Context: an optimization exercise on an open-source flow, tuned for small area. The choices shown serve that exercise and are no tape-out recipe. At most, simulation tests tie the RTL to the original design; equivalence was not proved. No activity file was given, so power comes from the tool's default toggle rates.

// midi_synth_top
module midi_synth_top #(
    parameter int NUM_VOICES    = 4,
    parameter int ATTACK_TIME   = 4,
    parameter int SUSTAIN_TIME  = 40,
    parameter int REL_TIME      = 8,
    parameter int SAMPLE_DIVIDE = 16
) (
    input  logic                        clk,
    input  logic                        reset,
    input  logic [7:0]                  midi_byte,
    input  logic                        midi_valid,
    input  logic [15:0]                 sustain_inc,
    output logic signed [15:0]          mix_sample,
    output logic                        mix_valid,
    output logic [NUM_VOICES-1:0]       voice_on,
    output logic [NUM_VOICES-1:0][7:0]  voice_gain
);
For scale: roughly 2200 cells after synthesis, about 80 I/O pins.
==> module harmonic_dynamics, before the edit <==
module harmonic_dynamics #(
    parameter int ATTACK_TIME  = 75,
    parameter int SUSTAIN_TIME = 1400,
    parameter int REL_TIME     = 150
) (
    input  logic        clk,
    input  logic        reset,
    input  logic        key_down,        
    input  logic        key_up,          
    input  logic [5:0]  ev_idx,
    input  logic        generate_next,   
    input  logic        pedal,
    input  logic [15:0] sustain_n,       
    input  logic        zero_crossing,   
    output logic        voice_on,
    output logic [5:0]  note,
    output logic [7:0]  gain
);
    logic [1:0]  state;
    logic [15:0] count;
    logic [15:0] count_inc;
    logic        reach_sus;
    logic        due;
    logic        step;
    logic        up;
    logic [7:0]  gain_step;
    function automatic logic ge_const(input logic [15:0] x, input logic [15:0] k);
        logic g;
        g = 1'b1;
        for (int i = 0; i < 16; i++) g = k[i] ? (x[i] & g) : (x[i] | g);
        ge_const = g;
    endfunction
    assign voice_on = (state != ENV_OFF);
    always_comb begin
        logic c, g;
        c = 1'b1;
        g = 1'b1;
        for (int i = 0; i < 16; i++) begin
            count_inc[i] = count[i] ^ c;
            c = count[i] & c;
            g = (count[i] & sustain_n[i]) | (g & (count[i] | sustain_n[i]));
        end
        reach_sus = g;
    end
    always_comb begin
        case (state)
            ENV_ATTACK:  due = ge_const(count, 16'(ATTACK_TIME));
            ENV_HOLD:    due = reach_sus;
            default:     due = pedal ? reach_sus : ge_const(count, 16'(REL_TIME));
        endcase
    end
    assign step = !generate_next && due && zero_crossing;
    assign up = (state == ENV_ATTACK);
    always_comb begin
        logic t;
        t = 1'b1;
        for (int i = 0; i < 8; i++) begin
            gain_step[i] = gain[i] ^ t;
            t = t & (gain[i] ~^ up);
        end
    end
    always_ff @(posedge clk) begin
        if (reset) begin
            state <= ENV_OFF;
            gain  <= MIN_GAIN;
        end else begin
            case (state)
                ENV_OFF: begin
                    if (key_down) state <= ENV_ATTACK;
                end
                ENV_ATTACK: begin
                    if (step) begin
                        if (gain == MAX_GAIN) state <= ENV_HOLD;
                        else                  gain  <= gain_step;
                    end
                end
                ENV_HOLD: begin
                    if (key_up) state <= ENV_RELEASE;
                    else if (step && gain != MIN_GAIN) gain <= gain_step;
                end
                default: begin
                    if (gain == MIN_GAIN) state <= ENV_OFF;
                    else if (step)        gain  <= gain_step;
                end
            endcase
        end
    end
    always_ff @(posedge clk) begin
        if (state == ENV_OFF || (state == ENV_HOLD && key_up)) begin
            count <= '0;
        end else if (generate_next) begin
            count <= count_inc;
        end else if (step) begin
            count <= '0;
        end
        if (state == ENV_OFF) note <= key_down ? ev_idx : 6'd0;
    end
endmodule
export LEC_CHECK = 0
export ABC_AREA = 1
export CAP_MARGIN = 20
export CORE_MARGIN = 2
export CORE_UTILIZATION = 65
export SLEW_MARGIN = 20
create_clock -name core_clock -period 12.0 [get_ports {clk}]
standard.sh (not shown) runs the stock make flow with config.mk's settings and CLKGATE_MAP_FILE= SYNTH_SCRIPT=/design/flow/synth_recipe.tcl, a recipe that flattens the netlist after the stock synthesis.
==> flow/flow/run.sh <==
#!/bin/bash
# The standard layout with two changes: the input and output ports are buffered with the
# smallest buffer cell instead of the one buffer_ports picks by itself, and clock tree synthesis
# adds no dummy loads.
set -euo pipefail
export BUFFER_PORTS_ARGS="-buffer_cell sky130_fd_sc_hd__buf_1"
export CTS_ARGS="-sink_clustering_enable -repair_clock_nets -sink_clustering_size 25 -sink_clustering_max_diameter 100 -buf_list sky130_fd_sc_hd__clkbuf_16 -dont_use_dummy_load"
bash standard.sh > standard.log 2>&1
Then changed:
--- a/flow/design.v
+++ b/flow/design.v
@@ -135,23 +135,24 @@
     logic [15:0] count;
     logic [15:0] count_inc;
     logic        reach_sus;
     logic        due;
     logic        step;
     logic        up;
+    logic        gain_en;
     logic [7:0]  gain_step;
     function automatic logic ge_const(input logic [15:0] x, input logic [15:0] k);
         logic g;
         g = 1'b1;
         for (int i = 0; i < 16; i++) g = k[i] ? (x[i] & g) : (x[i] | g);
         ge_const = g;
     endfunction
     assign voice_on = (state != ENV_OFF);
     always_comb begin
         logic c, g;
-        c = 1'b1;
+        c = generate_next;
         g = 1'b1;
         for (int i = 0; i < 16; i++) begin
             count_inc[i] = count[i] ^ c;
             c = count[i] & c;
             g = (count[i] & sustain_n[i]) | (g & (count[i] | sustain_n[i]));
         end
@@ -163,54 +164,39 @@
             ENV_HOLD:    due = reach_sus;
             default:     due = pedal ? reach_sus : ge_const(count, 16'(REL_TIME));
         endcase
     end
     assign step = !generate_next && due && zero_crossing;
     assign up = (state == ENV_ATTACK);
+    assign gain_en = step && (up ? !gain[7] : (gain != MIN_GAIN))
+                     && !(state == ENV_HOLD && key_up);
     always_comb begin
         logic t;
-        t = 1'b1;
+        t = gain_en;
         for (int i = 0; i < 8; i++) begin
             gain_step[i] = gain[i] ^ t;
             t = t & (gain[i] ~^ up);
         end
     end
     always_ff @(posedge clk) begin
         if (reset) begin
             state <= ENV_OFF;
             gain  <= MIN_GAIN;
         end else begin
+            gain <= gain_step;
             case (state)
-                ENV_OFF: begin
-                    if (key_down) state <= ENV_ATTACK;
-                end
-                ENV_ATTACK: begin
-                    if (step) begin
-                        if (gain == MAX_GAIN) state <= ENV_HOLD;
-                        else                  gain  <= gain_step;
-                    end
-                end
-                ENV_HOLD: begin
-                    if (key_up) state <= ENV_RELEASE;
-                    else if (step && gain != MIN_GAIN) gain <= gain_step;
-                end
-                default: begin
-                    if (gain == MIN_GAIN) state <= ENV_OFF;
-                    else if (step)        gain  <= gain_step;
-                end
+                ENV_OFF:     if (key_down) state <= ENV_ATTACK;
+                ENV_ATTACK:  if (step && gain[7]) state <= ENV_HOLD;
+                ENV_HOLD:    if (key_up) state <= ENV_RELEASE;
+                default:     if (gain == MIN_GAIN) state <= ENV_OFF;
             endcase
         end
     end
     always_ff @(posedge clk) begin
-        if (state == ENV_OFF || (state == ENV_HOLD && key_up)) begin
-            count <= '0;
-        end else if (generate_next) begin
-            count <= count_inc;
-        end else if (step) begin
-            count <= '0;
-        end
+        if (state == ENV_OFF || (state == ENV_HOLD && key_up) || step) count <= '0;
+        else                                                            count <= count_inc;
         if (state == ENV_OFF) note <= key_down ? ev_idx : 6'd0;
     end
 endmodule
 import midi_synth_pkg::*;
 module voice_oscillator #(
     parameter int NUM_VOICES = 4
Effect: Non-clock buffer count drops by 4. Via count drops by a few percent. Critical path depth stays the same. Routed wire length drops by roughly a tenth. Worst hold slack gets better by 0.030 ns. Utilization barely changes. Area after synthesis drops by a few percent. Final cell count drops by a few percent. Global-route usage drops by 1.3 points.
Only the layout flow was run in the first run of this note; the RTL was not checked for function there.

* * *

midi_synth_top, a different RTL version from the one above (not shown whole).
For scale: ~2200 cells after synthesis, about 80 I/O pins, about 18000 µm² of cells after synthesis.
==> module voice_allocator, before the edit <==
module voice_allocator #(
    parameter int NUM_VOICES = 4
) (
    input  logic                       clk,
    input  logic                       reset,
    input  logic                       note_event,
    input  logic [5:0]                 ev_idx,
    input  logic                       ev_on,
    input  logic [NUM_VOICES-1:0]      voice_on,
    input  logic [NUM_VOICES-1:0][5:0] voice_note,
    output logic [NUM_VOICES-1:0]      update_voice
);
    logic [NUM_VOICES-1:0] target;
    logic                  found;
    always_comb begin
        target = '0;
        found  = 1'b0;
        for (int v = 0; v < NUM_VOICES; v++) begin
            if (!found && !voice_on[v] && !update_voice[v]) begin
                target[v] = ev_on;
                found     = 1'b1;
            end
        end
        for (int v = 0; v < NUM_VOICES; v++) begin
            if (!ev_on && voice_on[v] && (voice_note[v] == ev_idx)) target[v] = 1'b1;
        end
        if (!note_event) target = '0;
    end
    always_ff @(posedge clk) begin
        if (reset) update_voice <= '0;
        else       update_voice <= target;
    end
endmodule
==> flow/config.mk <==
export PLATFORM = sky130hd
export DESIGN_NAME = midi_synth_top
export DESIGN_NICKNAME = midi_synth_top
export VERILOG_FILES = /design/flow/design.v
export SDC_FILE = /design/flow/constraint.sdc
export NUM_CORES = 4
export LEC_CHECK = 0
export ABC_AREA = 1
export CAP_MARGIN = 20
export CORE_MARGIN = 2
export CORE_UTILIZATION = 65
export SLEW_MARGIN = 20
==> flow/constraint.sdc <==
create_clock -name core_clock -period 12.0 [get_ports {clk}]
set_input_delay 2.4000 -clock core_clock [delete_from_list [all_inputs] [get_ports {clk}]]
set_output_delay 2.4000 -clock core_clock [all_outputs]
set_load 0.01 [all_outputs]
==> flow/flow/run.sh <==
#!/bin/bash
# The standard layout with two changes: the input and output ports are buffered with the
# smallest buffer cell instead of the one buffer_ports picks by itself, and clock tree synthesis
# adds no dummy loads.
set -euo pipefail
export BUFFER_PORTS_ARGS="-buffer_cell sky130_fd_sc_hd__buf_1"
export CTS_ARGS="-sink_clustering_enable -repair_clock_nets -sink_clustering_size 18 -sink_clustering_max_diameter 70 -buf_list sky130_fd_sc_hd__clkbuf_8 -dont_use_dummy_load"
bash standard.sh > standard.log 2>&1
Then changed:
--- a/flow/design.v
+++ b/flow/design.v
@@ -90,25 +90,23 @@
     input  logic [NUM_VOICES-1:0]      voice_on,
     input  logic [NUM_VOICES-1:0][5:0] voice_note,
     output logic [NUM_VOICES-1:0]      update_voice
 );
     logic [NUM_VOICES-1:0] target;
     logic                  found;
+    logic [NUM_VOICES-1:0] free;
+    logic [NUM_VOICES-1:0] match;
+    assign free = ~voice_on & ~update_voice;
     always_comb begin
+        for (int v = 0; v < NUM_VOICES; v++) match[v] = voice_on[v] && (voice_note[v] == ev_idx);
         target = '0;
         found  = 1'b0;
         for (int v = 0; v < NUM_VOICES; v++) begin
-            if (!found && !voice_on[v] && !update_voice[v]) begin
-                target[v] = ev_on;
-                found     = 1'b1;
-            end
+            target[v] = note_event && (ev_on ? (free[v] && !found) : match[v]);
+            found     = found || free[v];
         end
-        for (int v = 0; v < NUM_VOICES; v++) begin
-            if (!ev_on && voice_on[v] && (voice_note[v] == ev_idx)) target[v] = 1'b1;
-        end
-        if (!note_event) target = '0;
     end
     always_ff @(posedge clk) begin
         if (reset) update_voice <= '0;
         else       update_voice <= target;
     end
 endmodule
Utilization increases by 0.15 points.
Setup slack got worse by 160 ps.
Clock power increases by 5.7%.
Power decreases by 4.7%.
Cell area stays flat.
Worst hold slack got worse by 49 ps.

==> afterwards: timing with drivers on the ports <==
How much do the figures lean on ideal ports? The routed layouts below were timed once more, with nothing changed but the port constraints.
Step 1, drivers: a clkbuf_16 drives clk and a buf_2 each remaining input, both assumed.
Step 2 times the ports against the registers' clock, not the clock port: input delays grow and output delays shrink by t, the midpoint of the rising clock arrivals with the driver on.
Three values: no drivers, after step 1, after step 2; two values: the first two.
run | t, ns | setup WS [ns] | slew at the worst register clock pin (ns) | worst slew at a driven data input, ns
the first run of note 1 | 0.546 | 0.557 / 0.557 / 0.557 | 0.10 / 0.10 | 0.04
the second run of note 1 | 0.530 | 0.668 / 0.668 / 0.668 | 0.11 / 0.11 | 0.03
the first run of note 2 | 0.597 | 0.644 / 0.644 / 0.644 | 0.11 / 0.11 | 0.03
the second run of note 2 | 0.617 | 0.481 / 0.481 / 0.481 | 0.12 / 0.12 | 0.04
After both steps setup and hold are still met in every run listed.
